This is an optimization exercise on Yosys and OpenROAD, whose aim is small area, a short achievable clock period and few clock cycles per item, not a production implementation. At most, simulation tests tie the RTL to the original design; equivalence was not proved. Only the layout flow was run in run 1; the RTL was not checked for function there. No activity file was given, so power comes from the tool's default toggle rates.

===== design/flow/design.v =====
package lc4_pkg;
    typedef logic [16-1:0] lc4_word_t;  
    typedef logic [3-1:0]  lc4_reg_t;   
    typedef enum logic [3:0] {
        OP_ARITH   = 4'b0001,  
        OP_LOGIC   = 4'b0101,  
        OP_LDR     = 4'b0110,
        OP_STR     = 4'b0111,
        OP_CONST   = 4'b1001,  
        OP_SHIFT   = 4'b1010,  
        OP_HICONST = 4'b1101   
    } lc4_opcode_e;
    typedef enum logic [3:0] {
        ALU_ADD,
        ALU_MUL,
        ALU_SUB,
        ALU_AND,
        ALU_OR,
        ALU_XOR,
        ALU_NOT,
        ALU_SLL,
        ALU_SRA,
        ALU_SRL,
        ALU_CONST,
        ALU_HICONST,
        ALU_ADDR       
    } lc4_alu_op_e;
endpackage
module lc4_mul16 (
    input  logic [15:0] a,
    input  logic [15:0] b,
    output logic [15:0] r0,
    output logic [15:0] r1,
    output logic [15:0] r2
);
    wire p0_0 = a[0] & b[0];
    wire p0_1 = a[1] & b[0];
    wire p0_2 = a[2] & b[0];
    wire p0_3 = a[3] & b[0];
    wire p0_4 = a[4] & b[0];
    wire p0_5 = a[5] & b[0];
    wire p0_6 = a[6] & b[0];
    wire p0_7 = a[7] & b[0];
    wire p0_8 = a[8] & b[0];
    wire p0_9 = a[9] & b[0];
    wire p0_10 = a[10] & b[0];
    wire p0_11 = a[11] & b[0];
    wire p0_12 = a[12] & b[0];
    wire p0_13 = a[13] & b[0];
    wire p0_14 = a[14] & b[0];
    wire p0_15 = a[15] & b[0];
    wire p1_0 = a[0] & b[1];
    wire p1_1 = a[1] & b[1];
    wire p1_2 = a[2] & b[1];
    wire p1_3 = a[3] & b[1];
    wire p1_4 = a[4] & b[1];
    wire p1_5 = a[5] & b[1];
    wire p1_6 = a[6] & b[1];
    wire p1_7 = a[7] & b[1];
    wire p1_8 = a[8] & b[1];
    wire p1_9 = a[9] & b[1];
    wire p1_10 = a[10] & b[1];
    wire p1_11 = a[11] & b[1];
    wire p1_12 = a[12] & b[1];
    wire p1_13 = a[13] & b[1];
    wire p1_14 = a[14] & b[1];
    wire p2_0 = a[0] & b[2];
    wire p2_1 = a[1] & b[2];
    wire p2_2 = a[2] & b[2];
    wire p2_3 = a[3] & b[2];
    wire p2_4 = a[4] & b[2];
    wire p2_5 = a[5] & b[2];
    wire p2_6 = a[6] & b[2];
    wire p2_7 = a[7] & b[2];
    wire p2_8 = a[8] & b[2];
    wire p2_9 = a[9] & b[2];
    wire p2_10 = a[10] & b[2];
    wire p2_11 = a[11] & b[2];
    wire p2_12 = a[12] & b[2];
    wire p2_13 = a[13] & b[2];
    wire p3_0 = a[0] & b[3];
    wire p3_1 = a[1] & b[3];
    wire p3_2 = a[2] & b[3];
    wire p3_3 = a[3] & b[3];
    wire p3_4 = a[4] & b[3];
    wire p3_5 = a[5] & b[3];
    wire p3_6 = a[6] & b[3];
    wire p3_7 = a[7] & b[3];
    wire p3_8 = a[8] & b[3];
    wire p3_9 = a[9] & b[3];
    wire p3_10 = a[10] & b[3];
    wire p3_11 = a[11] & b[3];
    wire p3_12 = a[12] & b[3];
    wire p4_0 = a[0] & b[4];
    wire p4_1 = a[1] & b[4];
    wire p4_2 = a[2] & b[4];
    wire p4_3 = a[3] & b[4];
    wire p4_4 = a[4] & b[4];
    wire p4_5 = a[5] & b[4];
    wire p4_6 = a[6] & b[4];
    wire p4_7 = a[7] & b[4];
    wire p4_8 = a[8] & b[4];
    wire p4_9 = a[9] & b[4];
    wire p4_10 = a[10] & b[4];
    wire p4_11 = a[11] & b[4];
    wire p5_0 = a[0] & b[5];
    wire p5_1 = a[1] & b[5];
    wire p5_2 = a[2] & b[5];
    wire p5_3 = a[3] & b[5];
    wire p5_4 = a[4] & b[5];
    wire p5_5 = a[5] & b[5];
    wire p5_6 = a[6] & b[5];
    wire p5_7 = a[7] & b[5];
    wire p5_8 = a[8] & b[5];
    wire p5_9 = a[9] & b[5];
    wire p5_10 = a[10] & b[5];
    wire p6_0 = a[0] & b[6];
    wire p6_1 = a[1] & b[6];
    wire p6_2 = a[2] & b[6];
    wire p6_3 = a[3] & b[6];
    wire p6_4 = a[4] & b[6];
    wire p6_5 = a[5] & b[6];
    wire p6_6 = a[6] & b[6];
    wire p6_7 = a[7] & b[6];
    wire p6_8 = a[8] & b[6];
    wire p6_9 = a[9] & b[6];
    wire p7_0 = a[0] & b[7];
    wire p7_1 = a[1] & b[7];
    wire p7_2 = a[2] & b[7];
    wire p7_3 = a[3] & b[7];
    wire p7_4 = a[4] & b[7];
    wire p7_5 = a[5] & b[7];
    wire p7_6 = a[6] & b[7];
    wire p7_7 = a[7] & b[7];
    wire p7_8 = a[8] & b[7];
    wire p8_0 = a[0] & b[8];
    wire p8_1 = a[1] & b[8];
    wire p8_2 = a[2] & b[8];
    wire p8_3 = a[3] & b[8];
    wire p8_4 = a[4] & b[8];
    wire p8_5 = a[5] & b[8];
    wire p8_6 = a[6] & b[8];
    wire p8_7 = a[7] & b[8];
    wire p9_0 = a[0] & b[9];
    wire p9_1 = a[1] & b[9];
    wire p9_2 = a[2] & b[9];
    wire p9_3 = a[3] & b[9];
    wire p9_4 = a[4] & b[9];
    wire p9_5 = a[5] & b[9];
    wire p9_6 = a[6] & b[9];
    wire p10_0 = a[0] & b[10];
    wire p10_1 = a[1] & b[10];
    wire p10_2 = a[2] & b[10];
    wire p10_3 = a[3] & b[10];
    wire p10_4 = a[4] & b[10];
    wire p10_5 = a[5] & b[10];
    wire p11_0 = a[0] & b[11];
    wire p11_1 = a[1] & b[11];
    wire p11_2 = a[2] & b[11];
    wire p11_3 = a[3] & b[11];
    wire p11_4 = a[4] & b[11];
    wire p12_0 = a[0] & b[12];
    wire p12_1 = a[1] & b[12];
    wire p12_2 = a[2] & b[12];
    wire p12_3 = a[3] & b[12];
    wire p13_0 = a[0] & b[13];
    wire p13_1 = a[1] & b[13];
    wire p13_2 = a[2] & b[13];
    wire p14_0 = a[0] & b[14];
    wire p14_1 = a[1] & b[14];
    wire p15_0 = a[0] & b[15];
    wire s1 = p0_13 ^ p1_12;
    wire c2 = p0_13 & p1_12;
    wire s3 = p0_14 ^ p1_13 ^ p2_12;
    wire c4 = (p0_14 & p1_13) | (p0_14 & p2_12) | (p1_13 & p2_12);
    wire s5 = p3_11 ^ p4_10;
    wire c6 = p3_11 & p4_10;
    wire s7 = p0_15 ^ p1_14 ^ p2_13;
    wire s9 = p3_12 ^ p4_11 ^ p5_10;
    wire s11 = p6_9 ^ p7_8;
    wire s13 = p0_9 ^ p1_8;
    wire c14 = p0_9 & p1_8;
    wire s15 = p0_10 ^ p1_9 ^ p2_8;
    wire c16 = (p0_10 & p1_9) | (p0_10 & p2_8) | (p1_9 & p2_8);
    wire s17 = p3_7 ^ p4_6;
    wire c18 = p3_7 & p4_6;
    wire s19 = p0_11 ^ p1_10 ^ p2_9;
    wire c20 = (p0_11 & p1_10) | (p0_11 & p2_9) | (p1_10 & p2_9);
    wire s21 = p3_8 ^ p4_7 ^ p5_6;
    wire c22 = (p3_8 & p4_7) | (p3_8 & p5_6) | (p4_7 & p5_6);
    wire s23 = p6_5 ^ p7_4;
    wire c24 = p6_5 & p7_4;
    wire s25 = p0_12 ^ p1_11 ^ p2_10;
    wire c26 = (p0_12 & p1_11) | (p0_12 & p2_10) | (p1_11 & p2_10);
    wire s27 = p3_9 ^ p4_8 ^ p5_7;
    wire c28 = (p3_9 & p4_8) | (p3_9 & p5_7) | (p4_8 & p5_7);
    wire s29 = p6_6 ^ p7_5 ^ p8_4;
    wire c30 = (p6_6 & p7_5) | (p6_6 & p8_4) | (p7_5 & p8_4);
    wire s31 = p9_3 ^ p10_2;
    wire c32 = p9_3 & p10_2;
    wire s33 = p2_11 ^ p3_10 ^ p4_9;
    wire c34 = (p2_11 & p3_10) | (p2_11 & p4_9) | (p3_10 & p4_9);
    wire s35 = p5_8 ^ p6_7 ^ p7_6;
    wire c36 = (p5_8 & p6_7) | (p5_8 & p7_6) | (p6_7 & p7_6);
    wire s37 = p8_5 ^ p9_4 ^ p10_3;
    wire c38 = (p8_5 & p9_4) | (p8_5 & p10_3) | (p9_4 & p10_3);
    wire s39 = p11_2 ^ p12_1 ^ p13_0;
    wire c40 = (p11_2 & p12_1) | (p11_2 & p13_0) | (p12_1 & p13_0);
    wire s41 = p5_9 ^ p6_8 ^ p7_7;
    wire c42 = (p5_9 & p6_8) | (p5_9 & p7_7) | (p6_8 & p7_7);
    wire s43 = p8_6 ^ p9_5 ^ p10_4;
    wire c44 = (p8_6 & p9_5) | (p8_6 & p10_4) | (p9_5 & p10_4);
    wire s45 = p11_3 ^ p12_2 ^ p13_1;
    wire c46 = (p11_3 & p12_2) | (p11_3 & p13_1) | (p12_2 & p13_1);
    wire s47 = p14_0 ^ c2 ^ s5;
    wire c48 = (p14_0 & c2) | (p14_0 & s5) | (c2 & s5);
    wire s49 = p8_7 ^ p9_6 ^ p10_5;
    wire s51 = p11_4 ^ p12_3 ^ p13_2;
    wire s53 = p14_1 ^ p15_0 ^ c6;
    wire s55 = s11 ^ c4 ^ s7;
    wire s57 = p0_6 ^ p1_5;
    wire c58 = p0_6 & p1_5;
    wire s59 = p0_7 ^ p1_6 ^ p2_5;
    wire c60 = (p0_7 & p1_6) | (p0_7 & p2_5) | (p1_6 & p2_5);
    wire s61 = p3_4 ^ p4_3;
    wire c62 = p3_4 & p4_3;
    wire s63 = p0_8 ^ p1_7 ^ p2_6;
    wire c64 = (p0_8 & p1_7) | (p0_8 & p2_6) | (p1_7 & p2_6);
    wire s65 = p3_5 ^ p4_4 ^ p5_3;
    wire c66 = (p3_5 & p4_4) | (p3_5 & p5_3) | (p4_4 & p5_3);
    wire s67 = p6_2 ^ p7_1;
    wire c68 = p6_2 & p7_1;
    wire s69 = p2_7 ^ p3_6 ^ p4_5;
    wire c70 = (p2_7 & p3_6) | (p2_7 & p4_5) | (p3_6 & p4_5);
    wire s71 = p5_4 ^ p6_3 ^ p7_2;
    wire c72 = (p5_4 & p6_3) | (p5_4 & p7_2) | (p6_3 & p7_2);
    wire s73 = p8_1 ^ p9_0 ^ s13;
    wire c74 = (p8_1 & p9_0) | (p8_1 & s13) | (p9_0 & s13);
    wire s75 = p5_5 ^ p6_4 ^ p7_3;
    wire c76 = (p5_5 & p6_4) | (p5_5 & p7_3) | (p6_4 & p7_3);
    wire s77 = p8_2 ^ p9_1 ^ p10_0;
    wire c78 = (p8_2 & p9_1) | (p8_2 & p10_0) | (p9_1 & p10_0);
    wire s79 = c14 ^ s17 ^ s15;
    wire c80 = (c14 & s17) | (c14 & s15) | (s17 & s15);
    wire s81 = p8_3 ^ p9_2 ^ p10_1;
    wire c82 = (p8_3 & p9_2) | (p8_3 & p10_1) | (p9_2 & p10_1);
    wire s83 = p11_0 ^ c18 ^ s23;
    wire c84 = (p11_0 & c18) | (p11_0 & s23) | (c18 & s23);
    wire s85 = c16 ^ s19 ^ s21;
    wire c86 = (c16 & s19) | (c16 & s21) | (s19 & s21);
    wire s87 = p11_1 ^ p12_0 ^ c24;
    wire c88 = (p11_1 & p12_0) | (p11_1 & c24) | (p12_0 & c24);
    wire s89 = s31 ^ c20 ^ c22;
    wire c90 = (s31 & c20) | (s31 & c22) | (c20 & c22);
    wire s91 = s25 ^ s27 ^ s29;
    wire c92 = (s25 & s27) | (s25 & s29) | (s27 & s29);
    wire s93 = c32 ^ s1 ^ c26;
    wire c94 = (c32 & s1) | (c32 & c26) | (s1 & c26);
    wire s95 = c28 ^ c30 ^ s33;
    wire c96 = (c28 & c30) | (c28 & s33) | (c30 & s33);
    wire s97 = s35 ^ s37 ^ s39;
    wire c98 = (s35 & s37) | (s35 & s39) | (s37 & s39);
    wire s99 = c34 ^ c36 ^ c38;
    wire c100 = (c34 & c36) | (c34 & c38) | (c36 & c38);
    wire s101 = c40 ^ s41 ^ s43;
    wire c102 = (c40 & s41) | (c40 & s43) | (s41 & s43);
    wire s103 = s45 ^ s3 ^ s47;
    wire c104 = (s45 & s3) | (s45 & s47) | (s3 & s47);
    wire s105 = c42 ^ c44 ^ c46;
    wire s107 = s49 ^ s51 ^ s9;
    wire s109 = c48 ^ s53 ^ s55;
    wire s111 = p0_4 ^ p1_3;
    wire c112 = p0_4 & p1_3;
    wire s113 = p0_5 ^ p1_4 ^ p2_3;
    wire c114 = (p0_5 & p1_4) | (p0_5 & p2_3) | (p1_4 & p2_3);
    wire s115 = p3_2 ^ p4_1;
    wire c116 = p3_2 & p4_1;
    wire s117 = p2_4 ^ p3_3 ^ p4_2;
    wire c118 = (p2_4 & p3_3) | (p2_4 & p4_2) | (p3_3 & p4_2);
    wire s119 = p5_1 ^ p6_0 ^ s57;
    wire c120 = (p5_1 & p6_0) | (p5_1 & s57) | (p6_0 & s57);
    wire s121 = p5_2 ^ p6_1 ^ p7_0;
    wire c122 = (p5_2 & p6_1) | (p5_2 & p7_0) | (p6_1 & p7_0);
    wire s123 = c58 ^ s61 ^ s59;
    wire c124 = (c58 & s61) | (c58 & s59) | (s61 & s59);
    wire s125 = p8_0 ^ c62 ^ s67;
    wire c126 = (p8_0 & c62) | (p8_0 & s67) | (c62 & s67);
    wire s127 = c60 ^ s63 ^ s65;
    wire c128 = (c60 & s63) | (c60 & s65) | (s63 & s65);
    wire s129 = c68 ^ c64 ^ c66;
    wire c130 = (c68 & c64) | (c68 & c66) | (c64 & c66);
    wire s131 = s69 ^ s71 ^ s73;
    wire c132 = (s69 & s71) | (s69 & s73) | (s71 & s73);
    wire s133 = c70 ^ c72 ^ s75;
    wire c134 = (c70 & c72) | (c70 & s75) | (c72 & s75);
    wire s135 = s77 ^ c74 ^ s79;
    wire c136 = (s77 & c74) | (s77 & s79) | (c74 & s79);
    wire s137 = c76 ^ c78 ^ s81;
    wire c138 = (c76 & c78) | (c76 & s81) | (c78 & s81);
    wire s139 = s83 ^ c80 ^ s85;
    wire c140 = (s83 & c80) | (s83 & s85) | (c80 & s85);
    wire s141 = c82 ^ c84 ^ s87;
    wire c142 = (c82 & c84) | (c82 & s87) | (c84 & s87);
    wire s143 = c86 ^ s89 ^ s91;
    wire c144 = (c86 & s89) | (c86 & s91) | (s89 & s91);
    wire s145 = c88 ^ c90 ^ c92;
    wire c146 = (c88 & c90) | (c88 & c92) | (c90 & c92);
    wire s147 = s93 ^ s95 ^ s97;
    wire c148 = (s93 & s95) | (s93 & s97) | (s95 & s97);
    wire s149 = c94 ^ c96 ^ c98;
    wire c150 = (c94 & c96) | (c94 & c98) | (c96 & c98);
    wire s151 = s99 ^ s101 ^ s103;
    wire c152 = (s99 & s101) | (s99 & s103) | (s101 & s103);
    wire s153 = c100 ^ c102 ^ s105;
    wire s155 = s107 ^ c104 ^ s109;
    wire s157 = p0_3 ^ p1_2;
    wire c158 = p0_3 & p1_2;
    wire s159 = p2_2 ^ p3_1 ^ p4_0;
    wire c160 = (p2_2 & p3_1) | (p2_2 & p4_0) | (p3_1 & p4_0);
    wire s161 = p5_0 ^ c112 ^ s115;
    wire c162 = (p5_0 & c112) | (p5_0 & s115) | (c112 & s115);
    wire s163 = c116 ^ c114 ^ s117;
    wire c164 = (c116 & c114) | (c116 & s117) | (c114 & s117);
    wire s165 = c118 ^ s121 ^ c120;
    wire c166 = (c118 & s121) | (c118 & c120) | (s121 & c120);
    wire s167 = c122 ^ s125 ^ c124;
    wire c168 = (c122 & s125) | (c122 & c124) | (s125 & c124);
    wire s169 = c126 ^ c128 ^ s129;
    wire c170 = (c126 & c128) | (c126 & s129) | (c128 & s129);
    wire s171 = c130 ^ s133 ^ c132;
    wire c172 = (c130 & s133) | (c130 & c132) | (s133 & c132);
    wire s173 = c134 ^ s137 ^ c136;
    wire c174 = (c134 & s137) | (c134 & c136) | (s137 & c136);
    wire s175 = c138 ^ s141 ^ c140;
    wire c176 = (c138 & s141) | (c138 & c140) | (s141 & c140);
    wire s177 = c142 ^ c144 ^ s145;
    wire c178 = (c142 & c144) | (c142 & s145) | (c144 & s145);
    wire s179 = c146 ^ c148 ^ s149;
    wire c180 = (c146 & c148) | (c146 & s149) | (c148 & s149);
    wire s181 = c150 ^ s153 ^ c152;
    assign r0 = {c180, c178, c176, c174, c172, c170, c168, c166, c164, c162, c160, c158, s157, p0_2, p0_1, p0_0};
    assign r1 = {s181, s179, s177, s175, s173, s171, s169, s167, s165, s163, s161, s159, p2_1, p1_1, p1_0, 1'b0};
    assign r2 = {s155, s151, s147, s143, s139, s135, s131, s127, s123, s119, s113, s111, p3_0, p2_0, 1'b0, 1'b0};
endmodule
`timescale 1ns/1ps
module lc4_pipe_top (
    input  logic        gwe,
    input  logic        i_rst,
    output logic [15:0] o_pc,
    input  logic [15:0] i_insn,
    output logic [15:0] o_dmem_addr,
    output logic        o_dmem_we,
    output logic [15:0] o_dmem_wdata,
    input  logic [15:0] i_dmem_rdata,
    output logic        o_wb_valid,
    output logic [15:0] o_wb_pc,
    output logic [15:0] o_wb_insn,
    output logic        o_wb_we,
    output logic [2:0]  o_wb_rd,
    output logic [15:0] o_wb_data
);
    logic        stall;                        
    logic [15:0] pc;
    logic        f_valid;
    logic [15:0] f_insn;
    logic [2:0]  f_b_idx;                      
    logic        f_sub;
    logic        x_valid;
    logic [15:0] x_insn, xa, xb;                 
    logic        x_am, x_aw, x_bm, x_bw;       
    logic        x_sub, x_imm, x_imm_s;        
    logic        x_s_sum, x_s_log, x_s_imm9, x_s_sh, x_s_hic;
    logic        m_valid, m_we, m_ld, m_st, m_mul, m_busy, m_sbyp;
    logic [15:0] m_insn, m_res, m_b;
    logic        w_valid, w_we;
    logic [15:0] w_insn, w_data, w_pc;
    always_ff @(posedge gwe) begin
        if (i_rst) begin
            pc      <= 16'h8200;
            f_valid <= 1'b0;
        end else if (!stall) begin
            pc      <= pc + 16'd1;
            f_valid <= 1'b1;
        end
    end
    always_ff @(posedge gwe) begin
        if (!stall) begin
            f_insn  <= i_insn;
            f_b_idx <= (i_insn[14] && i_insn[12] && (i_insn[13] || i_insn[15])) ? i_insn[11:9] : i_insn[2:0];
            f_sub   <= i_insn[15:12] == 4'b0001 && i_insn[5:3] == 3'b010;
        end
    end
    assign o_pc = pc;
    logic [3:0]  f_op;
    logic        f_arith, f_logic, f_str, f_hic, f_uses_a, f_uses_b;
    logic [2:0]  f_a_idx;
    assign f_op     = f_insn[15:12];
    assign f_arith  = (f_op == 4'b0001);
    assign f_logic  = (f_op == 4'b0101);
    assign f_str    = (f_op == 4'b0111);
    assign f_hic    = (f_op == 4'b1101);
    assign f_a_idx  = f_insn[8:6];
    assign f_uses_a = f_arith || f_logic || (f_op == 4'b0110) || f_str || (f_op == 4'b1010);
    assign f_uses_b = ((f_arith || f_logic) && !f_insn[5]) || f_str || f_hic;
    logic rst_q;
    always_ff @(posedge gwe) rst_q <= i_rst;
    logic [15:0] regs [8];
    logic [15:0] rf_wd, f_a, f_b;
    logic        w_wr;
    assign w_wr  = w_valid && w_we;
    assign rf_wd = rst_q ? 16'd0 : w_data;
    always_ff @(posedge gwe) begin
        for (int i = 0; i < 8; i++) begin
            if (rst_q || (w_wr && w_insn[11:9] == 3'(i))) regs[i] <= rf_wd;
        end
    end
    assign f_a = (w_wr && w_insn[11:9] == f_a_idx) ? w_data : regs[f_a_idx];
    assign f_b = (w_wr && w_insn[11:9] == f_b_idx) ? w_data : regs[f_b_idx];
    logic [3:0] op;
    logic       op_arith, op_logic, op_ldr, op_str, op_shift, x_we, x_fwd, x_mul;
    assign op       = x_insn[15:12];
    assign op_arith = (op == 4'b0001);
    assign op_logic = (op == 4'b0101);
    assign op_ldr   = (op == 4'b0110);
    assign op_str   = (op == 4'b0111);
    assign op_shift = (op == 4'b1010);
    assign x_we  = op_arith ? (x_insn[5] || !(x_insn[4] && x_insn[3])) :
                   op_shift ? !(x_insn[5] && x_insn[4]) :
                   (op_logic || op_ldr || op == 4'b1001 || op == 4'b1101);
    assign x_fwd = x_valid && x_we && !op_ldr;
    assign x_mul = op_arith && x_insn[5:3] == 3'b001;
    logic [15:0] a, b, opbx;
    logic [15:0] mt_r0, mt_r1, mt_r2, m_ma, m_c;
    logic        f_am, f_bm;
    assign f_am  = x_fwd && x_insn[11:9] == f_a_idx;
    assign f_bm  = x_fwd && x_insn[11:9] == f_b_idx;
    always_ff @(posedge gwe) begin
        if (i_rst)       x_valid <= 1'b0;
        else if (!stall) x_valid <= f_valid;
    end
    always_ff @(posedge gwe) begin
        if (m_busy) begin
            xa   <= a;
            xb   <= opbx;
            x_aw <= 1'b0;
            x_bw <= 1'b0;
        end else if (stall) begin
            xa   <= a;
            xb   <= opbx;
            x_am <= 1'b0;
            x_bm <= 1'b0;
            x_aw <= x_am;
            x_bw <= x_bm;
        end else begin
            x_insn  <= f_insn;
            xa      <= f_a;
            xb      <= f_b ^ {16{f_sub}};
            x_am    <= f_uses_a && f_am;
            x_bm    <= f_uses_b && f_bm;
            x_aw    <= f_uses_a && !f_am && m_valid && m_we && m_insn[11:9] == f_a_idx;
            x_bw    <= f_uses_b && !f_bm && m_valid && m_we && m_insn[11:9] == f_b_idx;
            x_sub   <= f_sub;
            x_imm   <= (f_arith && f_insn[5]) || f_op == 4'b0110 || f_str;
            x_imm_s <= (f_op == 4'b0110 || f_str) ? f_insn[5] : f_insn[4];
            x_s_sum  <= (f_arith && f_insn[5:3] != 3'b001) || f_op == 4'b0110 || f_str;
            x_s_log  <= f_logic;
            x_s_imm9 <= f_op == 4'b1001;
            x_s_sh   <= f_op == 4'b1010;
            x_s_hic  <= f_hic;
        end
    end
    logic [15:0] sx;
    logic        x_ar, x_br;
    assign x_ar = !(x_am || x_aw);
    assign x_br = !(x_bm || x_bw);
    assign sx   = {16{x_sub}};
    assign a    = ({16{x_am}} & m_res) | ({16{x_aw}} & w_data) | ({16{x_ar}} & xa);
    assign b    = ({16{x_bm}} & m_res) | ({16{x_bw}} & w_data) | ({16{x_br}} & xb);
    assign opbx = ({16{x_bm}} & (m_res ^ sx)) | ({16{x_bw}} & (w_data ^ sx)) | ({16{x_br}} & xb);
    logic stall_next;
    assign stall_next = m_busy ? (x_am || x_bm) : !stall && x_valid && x_mul;
    always_ff @(posedge gwe) begin
        if (i_rst) stall <= 1'b0;
        else       stall <= stall_next;
    end
    logic [15:0] imm5, imm9, opb, sum;
    logic [16:0] sum17;
    assign imm5  = {{11{x_insn[4]}}, x_insn[4:0]};
    assign imm9  = {{7{x_insn[8]}}, x_insn[8:0]};
    assign opb   = x_imm ? {{11{x_imm_s}}, x_insn[4:0]} : opbx;
    assign sum17 = {a, 1'b1} + {opb, x_sub};
    assign sum   = sum17[16:1];
    logic [15:0] sh_in, sh_r, sh_out;
    logic        sh_left;
    assign sh_left = !x_insn[5] && !x_insn[4];
    always_comb begin
        for (int i = 0; i < 16; i++) sh_in[i] = sh_left ? a[15-i] : a[i];
    end
    assign sh_r = 16'($signed({x_insn[4] & a[15], sh_in}) >>> x_insn[3:0]);
    always_comb begin
        for (int i = 0; i < 16; i++) sh_out[i] = sh_left ? sh_r[15-i] : sh_r[i];
    end
    logic [15:0] lg;
    always_comb begin
        if (x_insn[5]) lg = a & imm5;
        else case (x_insn[4:3])
            2'b00:   lg = a & b;
            2'b01:   lg = ~a;
            2'b10:   lg = a | b;
            default: lg = a ^ b;
        endcase
    end
    logic [15:0] res;
    assign res = ({16{x_s_sum}}  & sum)
               | ({16{x_s_log}}  & lg)
               | ({16{x_s_imm9}} & imm9)
               | ({16{x_s_sh}}   & sh_out)
               | ({16{x_s_hic}}  & {x_insn[7:0], b[7:0]});
    always_ff @(posedge gwe) begin
        if (i_rst) begin
            m_valid <= 1'b0;
            m_st    <= 1'b0;
            m_mul   <= 1'b0;
            m_busy  <= 1'b0;
        end else begin
            m_busy  <= !m_busy && x_valid && !stall && x_mul;
            if (!m_busy) begin
                m_valid <= x_valid && !stall;
                m_st    <= x_valid && !stall && op_str;
                m_mul   <= x_valid && !stall && x_mul;
            end
        end
    end
    always_ff @(posedge gwe) begin
        if (!stall) begin
            m_insn <= x_insn;
            m_we   <= x_we;
            m_ld   <= op_ldr;
            m_sbyp <= op_str && m_valid && m_ld && m_insn[11:9] == x_insn[11:9];
        end
        m_res <= res;
        m_ma  <= m_busy ? mt_r0 : a;
        m_b   <= m_busy ? mt_r1 : b;
        m_c   <= mt_r2;
    end
    lc4_mul16 u_mul (.a(m_ma), .b(m_b), .r0(mt_r0), .r1(mt_r1), .r2(mt_r2));
    assign o_dmem_addr  = m_res;
    assign o_dmem_we    = m_st;
    assign o_dmem_wdata = m_sbyp ? w_data : m_b;
    always_ff @(posedge gwe) begin
        if (i_rst) begin
            w_valid <= 1'b0;
            w_pc    <= 16'h8200;
        end else begin
            w_valid <= m_valid && !m_busy;
            if (w_valid) w_pc <= w_pc + 16'd1;
        end
    end
    always_ff @(posedge gwe) begin
        w_insn <= m_insn;
        w_we   <= m_we;
        w_data <= m_ld ? i_dmem_rdata : m_mul ? m_ma + m_b + m_c : m_res;
    end
    assign o_wb_valid = w_valid;
    assign o_wb_pc    = w_pc;
    assign o_wb_insn  = w_insn;
    assign o_wb_we    = w_we;
    assign o_wb_rd    = w_insn[11:9];
    assign o_wb_data  = w_data;
endmodule

===== design/flow/flow/run.sh =====
#!/bin/bash
# The standard layout, with two changes:
#  - every input and output port is buffered by a plain buffer (buf_2)
#    instead of the default delay-cell buffer;
#  - clock tree synthesis clusters up to 20 flip-flops per leaf buffer and
#    adds no dummy loads.
set -euo pipefail
export BUFFER_PORTS_ARGS="-buffer_cell sky130_fd_sc_hd__buf_2"
export CTS_ARGS="-sink_clustering_enable -repair_clock_nets -sink_clustering_size 20 -sink_clustering_max_diameter 100 -dont_use_dummy_load"
bash standard.sh > standard.log 2>&1

===== design/flow/standard.sh =====
#!/bin/bash
# synth_recipe.tcl (not shown) runs the flow's synth.tcl, then flattens the netlist and writes it again
# the make line also repeats each setting of config.mk as NAME=value (left out here)
make -C /OpenROAD-flow-scripts/flow DESIGN_CONFIG=/design/flow/config.mk WORK_HOME=/design/flow/orfs CLKGATE_MAP_FILE= SYNTH_SCRIPT=/design/flow/synth_recipe.tcl "${@:-finish}"

===== design/flow/config.mk =====
export PLATFORM = sky130hd
export DESIGN_NAME = lc4_pipe_top
export DESIGN_NICKNAME = lc4_pipe_top
export VERILOG_FILES = /design/flow/design.v
export SDC_FILE = /design/flow/constraint.sdc
export NUM_CORES = 4
export LEC_CHECK = 0
export ABC_AREA = 1
export CAP_MARGIN = 20
export CORE_MARGIN = 2
export CORE_UTILIZATION = 40
export SETUP_SLACK_MARGIN = 5
export SLEW_MARGIN = 20
export TNS_END_PERCENT = 0

===== design/flow/constraint.sdc =====
create_clock -name core_clock -period 9.0 [get_ports {gwe}]
set_input_delay 1.8000 -clock core_clock [delete_from_list [all_inputs] [get_ports {gwe}]]
set_output_delay 1.8000 -clock core_clock [all_outputs]
set_load 0.01 [all_outputs]

==> flow_metrics.env, run 1 <==
export IMPL_syn_nets=3156
export IMPL_drt_iter0_drc=2478
export IMPL_ys_seq_area_frac=0.3981
export IMPL_fp_row_count=88
export IMPL_ir_worst_vdd_mv=0.1305
export IMPL_vias_per_cell=5.613
export IMPL_drv_slew=0
export IMPL_worst_slack_ps=5039
export IMPL_grt_pass1_vias=20620
export IMPL_max_slew_margin=0.3645
export IMPL_critPathCaptureType="primary output"
export IMPL_mostFrequentLayoutCell="nand2_1"
export IMPL_fillers=5852
export IMPL_synth_top_area_frac=0.2508
export IMPL_min_path_type="register to register"
export IMPL_grt_pass1_wl_um=133200
export IMPL_drc=0
export IMPL_core_area_um2=57370
export IMPL_fmax_mhz=252.5
export IMPL_portBuffers=135
export IMPL_leakagePower_nw=11.54
export IMPL_die_h_um=244.3
export IMPL_io_pins=136
export IMPL_ys_ff_latch=363
export IMPL_status="complete, no violations"
export IMPL_setup_tns_final_ps=0
export IMPL_grt_max_degree=74
export IMPL_drt_wl_total_um=90850
export IMPL_insertion_delay_ps=580
export IMPL_ys_flop_type="edfxtp_1"
export IMPL_vias=21180
export IMPL_antenna_found_initial=4
export IMPL_gp_congestion=0.9812
export IMPL_tightest_slew_ps=952.0
export IMPL_clockBufferDepth=3
export IMPL_fin_crit_sh=0.4401
export IMPL_place_ws_ps=5284
export IMPL_synth_top_area_cell="edfxtp_1"
export IMPL_synth_edf_count=193
export IMPL_synth_cell_area_um2=23100
export IMPL_ant_nets=0
export IMPL_drv_cap=0
export IMPL_finClkSkew_ps=29.43
export IMPL_cts_root_buf="clkbuf_16"
export IMPL_min_period_ps=3961
export IMPL_hold_viol=0
export IMPL_final_cell_mix="nand2_1 (727), inv_1 (433), nand3_1 (251)"
export IMPL_fin_nets=3207
export IMPL_async_flop_share=0
export IMPL_grt_overflow=0
export IMPL_die_area_um2=59700
export IMPL_die_w_um=244.3
export IMPL_numCtsBuffers=24
export IMPL_power_mw=5.040
export IMPL_syn_avg_cell_area_um2=7.811
export IMPL_synth_top_cells_by_area="edfxtp_1 (25%), dfxtp_1 (15%), nand2_1 (12%)"
export IMPL_start_util=0.4028
export IMPL_clkTransAtPathRegs_ps=80
export IMPL_crit_type="register to primary output"
export IMPL_cp_data_required_time_ps=7200
export IMPL_rsz0062_at_grt="true"
export IMPL_ys_types=60
export IMPL_wl_per_cell_um=24.08
export IMPL_synthToLayoutAreaGrowth_pct=7.641
export IMPL_grtUsageTotal=0.3001
export IMPL_syn_inst=2958
export IMPL_yosysWarnings=2
export IMPL_cts_sinks=363
export IMPL_tritoncts="built"
export IMPL_htreeDepth=1
export IMPL_dp_hpwl_um=67410
export IMPL_cp_data_arrival_time_ps=2160
export IMPL_finalSetupViolCount=0
export IMPL_critPathMaxFanout=6
export IMPL_drive_above_1_share=0.07616
export IMPL_drtPass1Iterations=8
export IMPL_power_density_nw_per_um2=202.6
export IMPL_start_kind="register"
layout make-up:
type,count,area [um2],area share
multi-input cells,2010,11550,0.4643
flip-flops and latches,363,9201,0.3700
inverters,450,1692,0.06802
well taps,765,957.2,0.03849
repair buffers,160,870.8,0.03502
clock buffers,24,600.6,0.02415
diodes,1,2.502,0.0001006
sequential cells by signal, summed over array words and instances, names as in the netlist, 3 cells and up:
register	count
xb	16
w_insn	16
m_res	16
x_insn	16
m_b	16
w_data	16
xa	16
m_ma	16
m_c	14
w_pc	16
f_insn	16
pc	16
m_insn	16
regs	128
f_b_idx	3
synth_stat cells, types with 13 or more instances:
cell type,number
inv_1,434
a31oi_1,18
dfxtp_1,170
xor2_1,34
clkbuf_1,73
edfxtp_1,193
buf_2,31
o211ai_1,26
nor2_1,197
nand4_1,21
a21oi_1,154
fa_1,81
a211oi_1,13
o22ai_1,47
nand3_1,251
xnor2_1,25
o21ai_0,177
nand2_1,727
a221oi_1,13
nor3_1,34
buf_4,14
ha_1,83
critical path, cell delays in order, from the launching register on:
cell	delay (ps)
dfxtp_1	780
inv_1	410
a21oi_1	240
buf_2	150
per-stage QoR:
step	hold WS, ps	cells	utilization	cell area [um2]
2_1_floorplan	323.3	2958	-	23100
3_3_place_gp	327.8	3745	0.4224	24230
3_5_place_dp	328.5	3746	0.4227	24250
4_1_cts	315.8	3772	0.4334	24860
5_1_grt	332.7	3772	0.4335	24870
6_report	313.5	3773	0.4335	24870
final timing paths:
kind | depth (start not counted) | from | endpoint | slack (ps)
max | 3 | w_data[13] | o_dmem_wdata[13] | 5040
min reg2reg | 0 | m_insn[3] | w_insn[3] | 310
min | 0 | m_insn[3] | w_insn[3] | 310
max reg2reg | 23 | x_bw | m_res[13] | 5330
where the power goes:
group / internal, mW / switching [mW]
Combinational: 0.586 / 1.18
Clock: 0.472 / 0.570
Sequential: 1.94 / 0.296
Total: 3.00 / 2.04
cell families after synthesis:
family                   synth area share
XOR/XNOR                          0.02237
AND/OR/NAND/NOR                    0.2352
AO/OA/AOI/OAI                      0.1251
multiplexers                     0.001462
flip-flops                         0.3981
adder cells (fa/ha/maj)            0.1151
buffers and inverters              0.1026
per-layer routing:
metal / wire (um) / track usage
met5: 43 / 0
met4: 4716 / 0.1395
met3: 8033 / 0.05608
met2: 40570 / 0.4712
met1: 37480 / 0.4007
timing repair:
action | CTS | global route
endpoints found under the setup margin | 3 | 10
gates cloned | 0 | 0
buffers inserted | 2 | 0
hold buffers | 0 | 0
gates resized for setup | 0 | 2
==> run 2, diff against run 1 <==
--- a/design/flow/design.v
+++ b/design/flow/design.v
@@ -368,8 +368,10 @@
     logic        x_valid;
     logic [15:0] x_insn, xa, xb;                 
-    logic        x_am, x_aw, x_bm, x_bw;       
+    logic        x_am, x_aw;                   
+    logic        x_bm_a, x_bw_a, x_bm_p, x_bw_p, x_bm;
+    logic        x_sld;                        
     logic        x_sub, x_imm, x_imm_s;        
     logic        x_s_sum, x_s_log, x_s_imm9, x_s_sh, x_s_hic;
-    logic        m_valid, m_we, m_ld, m_st, m_mul, m_busy, m_sbyp;
+    logic        m_valid, m_we, m_ld, m_st, m_mul, m_busy;
     logic [15:0] m_insn, m_res, m_b;
     logic        w_valid, w_we;
@@ -432,5 +434,8 @@
     logic [15:0] a, b, opbx;
     logic [15:0] mt_r0, mt_r1, mt_r2, m_ma, m_c;
-    logic        f_am, f_bm;
+    logic        f_am, f_bm, f_ub_add, f_ub_pl, f_bw;
+    assign f_ub_add = f_arith && !f_insn[5] && !f_insn[3];
+    assign f_ub_pl  = f_uses_b && !f_ub_add;
+    assign f_bw     = !f_bm && m_valid && m_we && m_insn[11:9] == f_b_idx;
     assign f_am  = x_fwd && x_insn[11:9] == f_a_idx;
     assign f_bm  = x_fwd && x_insn[11:9] == f_b_idx;
@@ -441,15 +446,20 @@
     always_ff @(posedge gwe) begin
         if (m_busy) begin
-            xa   <= a;
-            xb   <= opbx;
-            x_aw <= 1'b0;
-            x_bw <= 1'b0;
+            xa     <= a;
+            xb     <= (x_bm_a || x_bw_a) ? opbx : b;
+            x_aw   <= 1'b0;
+            x_bw_a <= 1'b0;
+            x_bw_p <= 1'b0;
+            x_sld  <= 1'b0;
         end else if (stall) begin
-            xa   <= a;
-            xb   <= opbx;
-            x_am <= 1'b0;
-            x_bm <= 1'b0;
-            x_aw <= x_am;
-            x_bw <= x_bm;
+            xa     <= a;
+            xb     <= (x_bm_a || x_bw_a) ? opbx : b;
+            x_am   <= 1'b0;
+            x_bm_a <= 1'b0;
+            x_bm_p <= 1'b0;
+            x_aw   <= x_am;
+            x_bw_a <= x_bm_a;
+            x_bw_p <= x_bm_p;
+            x_sld  <= 1'b0;
         end else begin
             x_insn  <= f_insn;
@@ -457,7 +467,10 @@
             xb      <= f_b ^ {16{f_sub}};
             x_am    <= f_uses_a && f_am;
-            x_bm    <= f_uses_b && f_bm;
+            x_bm_a  <= f_ub_add && f_bm;
+            x_bm_p  <= f_ub_pl && f_bm;
+            x_sld   <= f_str && x_valid && op_ldr && x_insn[11:9] == f_insn[11:9];
             x_aw    <= f_uses_a && !f_am && m_valid && m_we && m_insn[11:9] == f_a_idx;
-            x_bw    <= f_uses_b && !f_bm && m_valid && m_we && m_insn[11:9] == f_b_idx;
+            x_bw_a  <= f_ub_add && f_bw;
+            x_bw_p  <= f_ub_pl && f_bw;
             x_sub   <= f_sub;
             x_imm   <= (f_arith && f_insn[5]) || f_op == 4'b0110 || f_str;
@@ -471,11 +484,13 @@
     end
     logic [15:0] sx;
-    logic        x_ar, x_br;
+    logic        x_ar, x_br_a, x_br_p;
     assign x_ar = !(x_am || x_aw);
-    assign x_br = !(x_bm || x_bw);
+    assign x_br_a = !(x_bm_a || x_bw_a);
+    assign x_br_p = !(x_bm_p || x_bw_p);
+    assign x_bm   = x_bm_a || x_bm_p;
     assign sx   = {16{x_sub}};
     assign a    = ({16{x_am}} & m_res) | ({16{x_aw}} & w_data) | ({16{x_ar}} & xa);
-    assign b    = ({16{x_bm}} & m_res) | ({16{x_bw}} & w_data) | ({16{x_br}} & xb);
-    assign opbx = ({16{x_bm}} & (m_res ^ sx)) | ({16{x_bw}} & (w_data ^ sx)) | ({16{x_br}} & xb);
+    assign b    = ({16{x_bm_p}} & m_res) | ({16{x_bw_p}} & w_data) | ({16{x_br_p}} & xb);
+    assign opbx = ({16{x_bm_a}} & (m_res ^ sx)) | ({16{x_bw_a}} & (w_data ^ sx)) | ({16{x_br_a}} & xb);
     logic stall_next;
     assign stall_next = m_busy ? (x_am || x_bm) : !stall && x_valid && x_mul;
@@ -537,9 +552,8 @@
             m_we   <= x_we;
             m_ld   <= op_ldr;
-            m_sbyp <= op_str && m_valid && m_ld && m_insn[11:9] == x_insn[11:9];
         end
         m_res <= res;
         m_ma  <= m_busy ? mt_r0 : a;
-        m_b   <= m_busy ? mt_r1 : b;
+        m_b   <= m_busy ? mt_r1 : x_sld ? i_dmem_rdata : b;
         m_c   <= mt_r2;
     end
@@ -547,5 +561,5 @@
     assign o_dmem_addr  = m_res;
     assign o_dmem_we    = m_st;
-    assign o_dmem_wdata = m_sbyp ? w_data : m_b;
+    assign o_dmem_wdata = m_b;
     always_ff @(posedge gwe) begin
         if (i_rst) begin
==> flow_metrics.env, run 2 <==
export IMPL_final_cell_mix="nand2_1 (703), inv_1 (418), a21oi_1 (236)"
export IMPL_yosys_top_cells_count="nand2_1 (703), inv_1 (419), a21oi_1 (236)"
export IMPL_synth_top_area_cell="edfxtp_1"
export IMPL_htreeDepth=1
export IMPL_timing_critical_path_mode_cell="nand2_1"
export IMPL_fin_crit_sh=0.3996
export IMPL_path_buf_inv=1
export IMPL_ys_types=57
export IMPL_insertion_delay_ps=590
export IMPL_core_area_um2=57700
export IMPL_synth_edf_count=193
export IMPL_drt_iter0_drc=2661
export IMPL_cp_data_required_time_ps=9420
export IMPL_min_path_type="register to register"
export IMPL_start_util=0.4040
export IMPL_fmax_mhz=278.1
export IMPL_grt_overflow=0
export IMPL_drt_wl_total_um=90700
export IMPL_vias_per_cell=5.762
export IMPL_crit_type="register to register"
export IMPL_cp_data_arrival_time_ps=4020
export IMPL_async_flop_share=0
export IMPL_largest_reg_flops=128
export IMPL_max_flop_register="regs"
export IMPL_syn_avg_cell_area_um2=7.815
export IMPL_cp_top_family="simple AND/OR/NAND/NOR gates"
export IMPL_fp_row_count=88
export IMPL_power_switching_mw=2.044
export IMPL_power_density_nw_per_um2=202.3
export IMPL_min_period_ps=3596
export IMPL_mostFrequentLayoutCell="nand2_1"
export IMPL_drc=0
export IMPL_clkTransAtPathRegs_ps=90
export IMPL_cpMaxStageDelayCell="nor2_1"
export IMPL_synthToLayoutAreaGrowth_pct=7.654
export IMPL_io_pins=136
export IMPL_grt_pass1_wl_um=133500
export IMPL_yosysWarnings=2
export IMPL_gp_congestion=1.030
export IMPL_leakagePower_nw=11.65
export IMPL_syn_inst=2983
export IMPL_syn_nets=3181
export IMPL_wl_per_cell_um=23.85
export IMPL_dp_hpwl_um=67900
export IMPL_tightest_slew_ps=1203
export IMPL_setup_tns_final_ps=0
export IMPL_max_stage_delay_ps=700
export IMPL_ys_ff_latch=365
export IMPL_start_kind="register"
export IMPL_ys_seq_area_frac=0.3963
export IMPL_hold_viol=0
export IMPL_finClkSkew_ps=53.34
export IMPL_p_sw_frac=0.4026
export IMPL_cts_sinks=365
export IMPL_synth_top_area_frac=0.2486
export IMPL_tritoncts="built"
export IMPL_p_int_mw=3.032
export IMPL_cts_repair_resized=0
export IMPL_cts_setup_buffers=0
export IMPL_ys_flop_type="edfxtp_1"
export IMPL_die_area_um2=60220
export IMPL_status="complete, no violations"
export IMPL_grt_max_degree=58
export IMPL_hold_buffers=0
export IMPL_utilization=0.4350
export IMPL_max_slew_margin=0.1951
export IMPL_clockBufferDepth=3
export IMPL_drtPass1Iterations=6
export IMPL_worstPathCellList="nor2_1, buf_4, a21oi_1, a22oi_1, ha_1, a21oi_1, nand2_1, nand2_1, nand2_1, nand2_1, nand2_1, a21oi_1, xor2_1, nor2_1, nor2_1, nand2_1"
export IMPL_rsz0062_at_grt="false"
export IMPL_p_seq_frac=0.443
export IMPL_ant_nets=0
export IMPL_grt_pass1_vias=20680
export IMPL_numCtsBuffers=24
export IMPL_ir_worst_vdd_mv=0.1428
export IMPL_synth_most_common_cell="nand2_1"
export IMPL_combPwrFrac=0.349
export IMPL_antenna_found_initial=0
export IMPL_finalSetupViolCount=0
export IMPL_drv_cap=0
export IMPL_portBuffers=135
export IMPL_critPathCaptureType="register"
export IMPL_drv_slew=0
export IMPL_die_h_um=245.4
export IMPL_cts_root_buf="clkbuf_16"
export IMPL_vias=21910
export IMPL_die_w_um=245.4
export IMPL_diodes=0
export IMPL_synth_cell_area_um2=23310
export IMPL_grtUsageTotal=0.2956
export IMPL_synth_top_cells_by_area="edfxtp_1 (25%), dfxtp_1 (15%), nand2_1 (11%)"
export IMPL_power_frac_clock=0.208
export IMPL_critPathMaxFanout=14
export IMPL_drive_above_1_share=0.07771
export IMPL_fin_nets=3237
==> run 2: cell types whose count changed in the layout (fill, tap and decap cells not counted), moves of 7 or more <==
cell,delta
a21oi_1,+82
nand2_1,-24
nand3_1,-22
a22oi_1,+18
nor2_1,+17
inv_1,-15
nor3_1,-14
a221oi_1,-13
o21ai_0,-12
nand2_2,+8
nand3b_1,-7
==> run 2: worst reg2reg max path, delay by kind of cell (launching register included) <==
family	cells	cell delay [ps]
simple gates	9	1390
compound gates	4	680
flops	1	520
buf+inv	1	380
fa+ha+maj	1	330
xor+xnor	1	160
==> run 2: path summary, 6_finish.rpt <==
path	slack [ps]	depth (start not counted)	from	endpoint
setup / recovery	5400	16	x_bm_a	m_res[9]
hold / removal	340	0	m_insn[4]	w_insn[4]
setup reg to reg	5400	16	x_bm_a	m_res[9]
hold reg to reg	340	0	m_insn[4]	w_insn[4]
==> run 2: metal layers <==
metal | wire, um | track usage | part of all wire
met1 | 37050 | 0.4087 | 0.41
met3 | 8880 | 0.04344 | 0.098
met4 | 3922 | 0.1116 | 0.043
met2 | 40840 | 0.4681 | 0.45
met5 | 0 | 0 | 0
==> run 2: stage by stage <==
step                      hold slack (ps)  cells  worst slack [ps]  power [mW]  area (um2)
after global routing                363.1   3802              5052       5.351       25100
final                               344.8   3802              5404       5.076       25100
after CTS                           347.6   3801              5464       5.058       25080
after global placement              325.6   3777              5431       3.991       24480
after detailed placement            326.9   3777              5502       4.008       24480
after floorplan                     323.3   2983              5813       3.297       23310
==> run 2: cell families after synthesis <==
group | Yosys count | synth area share
AO/OA/AOI/OAI | 589 | 0.1437
XOR/XNOR | 56 | 0.02104
adder cells (fa/ha/maj) | 164 | 0.1141
buffers and inverters | 568 | 0.09898
flip-flops | 365 | 0.3963
multiplexers | 3 | 0.001449
AND/OR/NAND/NOR | 1238 | 0.2244
==> run 2: power by group through the flow <==
stage | logic, mW | registers [mW] | clock network, mW
after floorplan | 1.19 | 2.11 | 0
after CTS | 1.75 | 2.23 | 1.07
after global placement | 1.72 | 2.27 | 0
after detailed placement | 1.74 | 2.27 | 0
after global routing | 1.96 | 2.25 | 1.13
final | 1.77 | 2.25 | 1.06
==> run 2: cell type report <==
| class | count | area (um2) |
|---|---|---|
| Clock buffer | 24 | 600.6 |
| Fill cell | 5854 | 32600 |
| Timing Repair Buffer | 162 | 885.9 |
| Multi-Input combinational cell | 2050 | 11770 |
| Inverter | 436 | 1639 |
| Tap cell | 765 | 957.2 |
| Sequential cell | 365 | 9240 |
Testbench counts of run 2, summed over its fixed seeds: cycles 16,944, instructions 16,000.
==> run 3, diff against run 2 <==
==> design/flow/flow/run.sh (replaced) <==
#!/bin/bash
# The standard layout, with these changes:
#  - every input and output port is buffered by a plain buffer (buf_2)
#    instead of the default delay-cell buffer;
#  - clock tree synthesis clusters up to 20 flip-flops per leaf buffer and
#    adds no dummy loads;
#  - timing repair aims for 6.5 ns of setup slack (a 2.5 ns period) on the
#    worst path; the clock and constraints are unchanged.
set -euo pipefail
export BUFFER_PORTS_ARGS="-buffer_cell sky130_fd_sc_hd__buf_2"
export CTS_ARGS="-sink_clustering_enable -repair_clock_nets -sink_clustering_size 20 -sink_clustering_max_diameter 100 -dont_use_dummy_load"
export SETUP_SLACK_MARGIN=6.5
bash standard.sh > standard.log 2>&1
--- a/design/flow/config.mk
+++ b/design/flow/config.mk
@@ -10,5 +10,4 @@
 export CORE_MARGIN = 2
 export CORE_UTILIZATION = 40
-export SETUP_SLACK_MARGIN = 5
 export SLEW_MARGIN = 20
 export TNS_END_PERCENT = 0
==> flow_metrics.env, run 3 <==
export IMPL_status="complete, no violations"
export IMPL_min_path_cells=0
export IMPL_htreeDepth=1
export IMPL_die_w_um=245.4
export IMPL_fin_hold_ws_ps=338.9
export IMPL_synth_top_area_cell="edfxtp_1"
export IMPL_insertion_delay_ps=580
export IMPL_drc=0
export IMPL_dp_cells=3777
export IMPL_worst_slack_ps=5954
export IMPL_rsz0062_at_grt="true"
export IMPL_clkTransAtPathRegs_ps=90
export IMPL_power_mw=5.156
export IMPL_synth_edf_count=193
export IMPL_drive_above_1_share=0.1384
export IMPL_utilization=0.4539
export IMPL_wl_per_cell_um=23.78
export IMPL_grt_pass1_vias=21290
export IMPL_synth_most_common_cell="nand2_1"
export IMPL_crit_type="register to register"
export IMPL_drt_wl_total_um=92260
export IMPL_ys_types=57
export IMPL_synth_top_area_frac=0.2486
export IMPL_max_slew_margin=0.3732
export IMPL_ys_flop_type="edfxtp_1"
export IMPL_hold_viol=0
export IMPL_cp_data_required_time_ps=9430
export IMPL_dp_hpwl_um=67370
export IMPL_fin_crit_sh=0.3384
export IMPL_placed_area_um2=24530
export IMPL_drtPass1Iterations=5
export IMPL_syn_inst=2983
export IMPL_critPathCaptureType="register"
export IMPL_finalSetupViolCount=0
export IMPL_die_area_um2=60220
export IMPL_path_buf_inv=2
export IMPL_leakagePower_nw=12.08
export IMPL_largest_reg_flops=128
export IMPL_grt_pass1_wl_um=135500
export IMPL_cts_sinks=365
export IMPL_r2r_start="x_bm_p"
export IMPL_critPathMaxFanout=15
export IMPL_grtUsageTotal=0.3013
export IMPL_synth_top_cells_by_area="edfxtp_1 (25%), dfxtp_1 (15%), nand2_1 (11%)"
export IMPL_holdCritStartpoint="m_insn[5]"
export IMPL_ant_nets=0
export IMPL_fmax_mhz=328.4
export IMPL_drv_cap=0
export IMPL_core_area_um2=57700
export IMPL_start_util=0.4040
export IMPL_max_flop_register="regs"
export IMPL_worstHoldEndpoint="w_insn[5]"
export IMPL_fin_nets=3314
export IMPL_min_path_type="register to register"
export IMPL_vias_per_cell=5.731
export IMPL_rr_endpoint="m_res[1]"
export IMPL_start_kind="register"
export IMPL_ys_ff_latch=365
export IMPL_tightest_slew_ps=940.2
export IMPL_ys_seq_area_frac=0.3963
export IMPL_clockBufferDepth=3
export IMPL_ir_worst_vdd_mv=0.1260
export IMPL_max_stage_delay_ps=580
export IMPL_gp_congestion=0.9968
export IMPL_finClkSkew_ps=63.32
export IMPL_grt_max_degree=56
export IMPL_cp_top_family="compound AO/OA/AOI/OAI gates"
export IMPL_final_cell_mix="nand2_1 (699), inv_1 (409), nand3_1 (227)"
export IMPL_final_cells=3880
export IMPL_place_ws_ps=5085
export IMPL_grt_overflow=0
export IMPL_io_pins=136
export IMPL_cts_root_buf="clkbuf_16"
export IMPL_antenna_found_initial=4
export IMPL_cp_data_arrival_time_ps=3470
export IMPL_yosys_top_cells_count="nand2_1 (703), inv_1 (419), a21oi_1 (236)"
export IMPL_fp_row_count=88
export IMPL_portBuffers=135
export IMPL_syn_avg_cell_area_um2=7.815
export IMPL_numCtsBuffers=24
export IMPL_synth_cell_area_um2=23310
export IMPL_drv_slew=0
export IMPL_ff2ff_setup_slack_ps=5950
export IMPL_vias=22240
export IMPL_mostFrequentLayoutCell="nand2_1"
export IMPL_synthToLayoutAreaGrowth_pct=12.33
export IMPL_reg2regPathDepth=11
export IMPL_power_density_nw_per_um2=196.9
export IMPL_stdcell_area_um2=26190
export IMPL_cpMaxStageDelayCell="edfxtp_1"
export IMPL_syn_nets=3181
export IMPL_fillers=5753
export IMPL_drt_iter0_drc=2588
export IMPL_async_flop_share=0
export IMPL_yosysWarnings=2
export IMPL_min_period_ps=3046
export IMPL_setup_tns_final_ps=0
export IMPL_tritoncts="built"
export IMPL_die_h_um=245.4
export IMPL_worstPathCellList="clkinvlp_4, o22ai_1, a21oi_1, inv_1, ha_1, nand2_1, o211ai_1, o21ai_0, a21oi_1, nor4_1, nand2_1"
## run 3: worst max-delay path by stage
stage	slack, ps	depth (start not counted)	from	to
after global placement	5130	16	x_sub	m_res[14]
after floorplan	6170	14	m_b[4]	m_b[15]
after global routing	5870	15	x_bm_a	m_res[15]
after CTS	6030	1	m_b[4]	o_dmem_wdata[4]
after detailed placement	5090	18	x_sub	m_res[15]
final	5950	11	x_bm_p	m_res[1]
## run 3: area by class of cell
type | instances | area, um2 | share of cell area
diodes | 1 | 2.502 | 0.00009557
flip-flops and latches | 365 | 9453 | 0.3610
repair buffers | 235 | 1534 | 0.05858
multi-input cells | 2053 | 11950 | 0.4564
well taps | 765 | 957.2 | 0.03655
clock buffers | 24 | 600.6 | 0.02294
inverters | 436 | 1683 | 0.06427
repair inverters | 1 | 5.005 | 0.0001911
## run 3: timing repair
item | in CTS | in global routing
setup buffers | 64 | 9
hold buffers | 0 | 0
resized for setup | 135 | 24
pin swaps | 6 | 7
cloned | 4 | 1
setup endpoints to repair | 204 | 208
## run 3: routing by layer
layer / vias to the layer above / share of wire / global-route usage
met3: 224 / 0.094 / 0.04125
li1: 10090 / - / -
met2: 1191 / 0.45 / 0.4842
met4: 2 / 0.047 / 0.1221
met1: 10730 / 0.41 / 0.4093
met5: - / 0.00014 / 0
## run 3: kinds of logic (layout without fill, tap and decap cells)
logic type                 Yosys count  after routing  share of synthesized area
AOI/OAI and AO/OA                  589            589                     0.1437
DFF                                365            365                     0.3963
and+or+nand+nor                   1238           1241                     0.2244
adders and majority gates          164            164                     0.1141
other                                0              1                          0
muxes                                3              3                   0.001449
buffers and inverters              568            696                    0.09898
xor gates and xnor gates            56             56                    0.02104
## run 3: report_power, final
part           switching, mW  internal, mW  leakage [nW]
Sequential             0.237          1.97          3.49
Combinational           1.23         0.683          8.30
Clock                  0.573         0.472         0.296
Total                   2.04          3.12          12.1
==> run 4, diff against run 3 <==
==> design/flow/flow/run.sh (replaced) <==
#!/bin/bash
# The standard layout, with these changes:
#  - every input and output port is buffered by a plain buffer (buf_2)
#    instead of the default delay-cell buffer;
#  - clock tree synthesis clusters up to 20 flip-flops per leaf buffer and
#    adds no dummy loads;
#  - timing repair aims for 6 ns of setup slack (a 3 ns period) on the
#    worst path; the clock and constraints are unchanged.
set -euo pipefail
export BUFFER_PORTS_ARGS="-buffer_cell sky130_fd_sc_hd__buf_2"
export CTS_ARGS="-sink_clustering_enable -repair_clock_nets -sink_clustering_size 20 -sink_clustering_max_diameter 100 -dont_use_dummy_load"
export SETUP_SLACK_MARGIN=6
bash standard.sh > standard.log 2>&1
==> flow_metrics.env, run 4 <==
export IMPL_synth_top_cells_by_area="edfxtp_1 (25%), dfxtp_1 (15%), nand2_1 (11%)"
export IMPL_diodes=0
export IMPL_p_seq_frac=0.444
export IMPL_use_met3=0.03503
export IMPL_syn_inst=2983
export IMPL_p_int_mw=3.042
export IMPL_dp_hpwl_um=68580
export IMPL_synth_most_common_cell="nand2_1"
export IMPL_insertion_delay_ps=610
export IMPL_cts_sinks=365
export IMPL_max_flop_register="regs"
export IMPL_synthSimpleGateAreaFrac=0.2244
export IMPL_utilization=0.4401
export IMPL_synth_area_mux_share=0.001449
export IMPL_drc=0
export IMPL_ys_flop_type="edfxtp_1"
export IMPL_cpMaxStageDelayCell="dfxtp_1"
export IMPL_die_h_um=245.4
export IMPL_ys_types=57
export IMPL_yosys_top_cells_count="nand2_1 (703), inv_1 (419), a21oi_1 (236)"
export IMPL_grt_pass1_vias=20880
export IMPL_leakagePower_nw=11.78
export IMPL_cp_data_arrival_time_ps=1410
export IMPL_vias=21970
export IMPL_clockBufferDepth=3
export IMPL_critPathCaptureType="primary output"
export IMPL_synth_cell_area_um2=23310
export IMPL_start_kind="register"
export IMPL_finalSetupViolCount=0
export IMPL_status="complete, no violations"
export IMPL_syn_nets=3181
export IMPL_drt_wl_total_um=91820
export IMPL_grt_max_degree=54
export IMPL_drv_cap=0
export IMPL_worstPathCellList="buf_2"
export IMPL_rsz0062_at_grt="true"
export IMPL_synth_top_area_cell="edfxtp_1"
export IMPL_vias_per_cell=5.743
export IMPL_placed_area_um2=24480
export IMPL_async_flop_share=0
export IMPL_fmax_mhz=311.3
export IMPL_start_util=0.4040
export IMPL_die_area_um2=60220
export IMPL_yosysWarnings=2
export IMPL_cp_top_family="flip-flops"
export IMPL_grt_overflow=0
export IMPL_portBuffers=135
export IMPL_worst_slack_ps=5788
export IMPL_grt_pass1_wl_um=134900
export IMPL_finClkSkew_ps=82.99
export IMPL_antenna_found_initial=1
export IMPL_crit_type="register to primary output"
export IMPL_gp_congestion=1.018
export IMPL_die_w_um=245.4
export IMPL_max_stage_delay_ps=580
export IMPL_fin_hold_ws_ps=348.6
export IMPL_ys_seq_area_frac=0.3963
export IMPL_met2_usage=0.4666
export IMPL_drv_slew=0
export IMPL_synth_top_area_frac=0.2486
export IMPL_p_sw_frac=0.4008
export IMPL_drt_iter0_drc=2354
export IMPL_min_period_ps=3212
export IMPL_stdcell_area_um2=25390
export IMPL_combPwrFrac=0.349
export IMPL_min_path_type="register to register"
export IMPL_htreeDepth=1
export IMPL_tritoncts="built"
export IMPL_wl_per_cell_um=24.00
export IMPL_grt_busiest_layer="met2"
export IMPL_drive_above_1_share=0.1016
export IMPL_drtPass1Iterations=8
export IMPL_ant_nets=0
export IMPL_grtUsageTotal=0.2987
export IMPL_max_slew_margin=0.2928
export IMPL_mostFrequentLayoutCell="nand2_1"
export IMPL_ir_worst_vdd_mv=0.1358
export IMPL_syn_avg_cell_area_um2=7.815
export IMPL_io_pins=136
export IMPL_synth_xor_area_frac=0.02104
export IMPL_synth_top_family_by_area="simple AND/OR/NAND/NOR gates"
export IMPL_synth_edf_count=193
export IMPL_synth_compound_area_frac=0.1437
export IMPL_setup_tns_final_ps=0
export IMPL_largest_reg_flops=128
export IMPL_hold_viol=0
export IMPL_path_buf_inv=1
export IMPL_fin_crit_sh=0.3569
export IMPL_power_density_nw_per_um2=200.0
export IMPL_power_frac_clock=0.207
export IMPL_ys_ff_latch=365
export IMPL_synthToLayoutAreaGrowth_pct=8.915
export IMPL_tightest_slew_ps=1058
export IMPL_place_ws_ps=5454
export IMPL_cts_root_buf="clkbuf_16"
export IMPL_core_area_um2=57700
export IMPL_numCtsBuffers=24
export IMPL_critPathMaxFanout=6
export IMPL_synth_fa_ha_area_frac=0.1141
export IMPL_fp_row_count=88
export IMPL_final_cell_mix="nand2_1 (703), inv_1 (414), a21oi_1 (234)"
export IMPL_cp_data_required_time_ps=7200
export IMPL_use_met1=0.4189
export IMPL_clkTransAtPathRegs_ps=90
export IMPL_fin_nets=3260
export IMPL_power_switching_mw=2.035
-- run 4: cell types whose count changed in the layout (fill, tap and decap cells not counted), moves of 4 or more --
cell	delta
inv_1	+5
fa_2	-5
dfxtp_4	-44
buf_4	-47
a21oi_2	-7
dfxtp_1	+36
nand2_1	+4
fa_1	+5
nand2_2	-4
dfxtp_2	+8
buf_12	-5
a21oi_1	+8
-- run 4: cells by family (layout without fill, tap and decap cells) --
family / after synthesis / after routing
adder cells (fa/ha/maj): 164 / 164
flip-flops: 365 / 365
XOR/XNOR: 56 / 56
AND/OR/NAND/NOR: 1238 / 1238
buffers and inverters: 568 / 645
AO/OA/AOI/OAI: 589 / 589
multiplexers: 3 / 3
-- run 4: power by group through the flow --
stage	Combinational [mW]	Sequential, mW	Clock (mW)
detailed placement	1.72	2.28	0
finish	1.77	2.25	1.05
global route	1.97	2.26	1.12
floorplan	1.19	2.11	0
global placement	1.71	2.28	0
CTS	1.74	2.25	1.08
-- run 4: timing repair --
action,4_1_cts,5_1_grt
gates resized for setup,47,10
cloned,1,0
pin swaps,0,1
buffers inserted,6,18
hold buffers,0,0
endpoints found under the setup margin,92,109
-- run 4: path summary, 6_finish.rpt --
kind | start | to | slack (ps) | cells after the start
max | w_data[10] | o_wb_data[10] | 5790 | 1
min | m_insn[4] | w_insn[4] | 350 | 0
max reg2reg | x_bm_p | m_res[15] | 5830 | 11
min reg2reg | m_insn[4] | w_insn[4] | 350 | 0
-- run 4: area by class of cell --
class	instances	area [um2]
Clock buffer	24	600.6
Fill cell	5877	32310
Inverter	436	1662
Multi-Input combinational cell	2050	11810
Sequential cell	365	9298
Tap cell	765	957.2
Timing Repair Buffer	184	1056
Timing Repair inverter	1	5.005
-- run 4: through the flow --
stage          power [mW]  std cells
5_1_grt             5.349       3825
3_5_place_dp        4.002       3776
3_3_place_gp        3.992       3776
2_1_floorplan       3.299       2983
4_1_cts             5.062       3807
6_report            5.077       3825
-- run 4: per-layer routing --
layer  share of wire  wire length, um
met5               0                0
met3           0.089             8181
met2            0.44            40700
met1            0.42            38620
met4           0.047             4318

-- afterwards: timing with drivers on the ports --
Ports are ideal in the flow. The routed layouts listed here were re-timed in OpenROAD. Step 1 sets driving cells, clkbuf_16 on the clock port and buf_2 on the other inputs (assumed; they add their load-dependent delay and slew). Step 2 moves the port delays by t, midway between the first and last clock arrival at a register: inputs arrive t later, outputs are due t later. That takes back most of the time a late clock gives input paths. a / b / c = no drivers / after step 1 / after step 2; a / b = the first two.
run	t, ns	setup WS [ns]	worst data-port slew with drivers (ns)
run 1	0.624	5.039 / 4.978 / 5.326	0.07
run 2	0.621	5.404 / 5.404 / 5.404	0.04
run 3	0.616	5.954 / 5.954 / 5.776	0.04
run 4	0.629	5.788 / 5.726 / 5.700	0.03
After both steps every run listed still meets setup and hold. The setup slack of run 3, which loses most, moves by 0.000 ns with the drivers and by -0.178 ns with both steps.
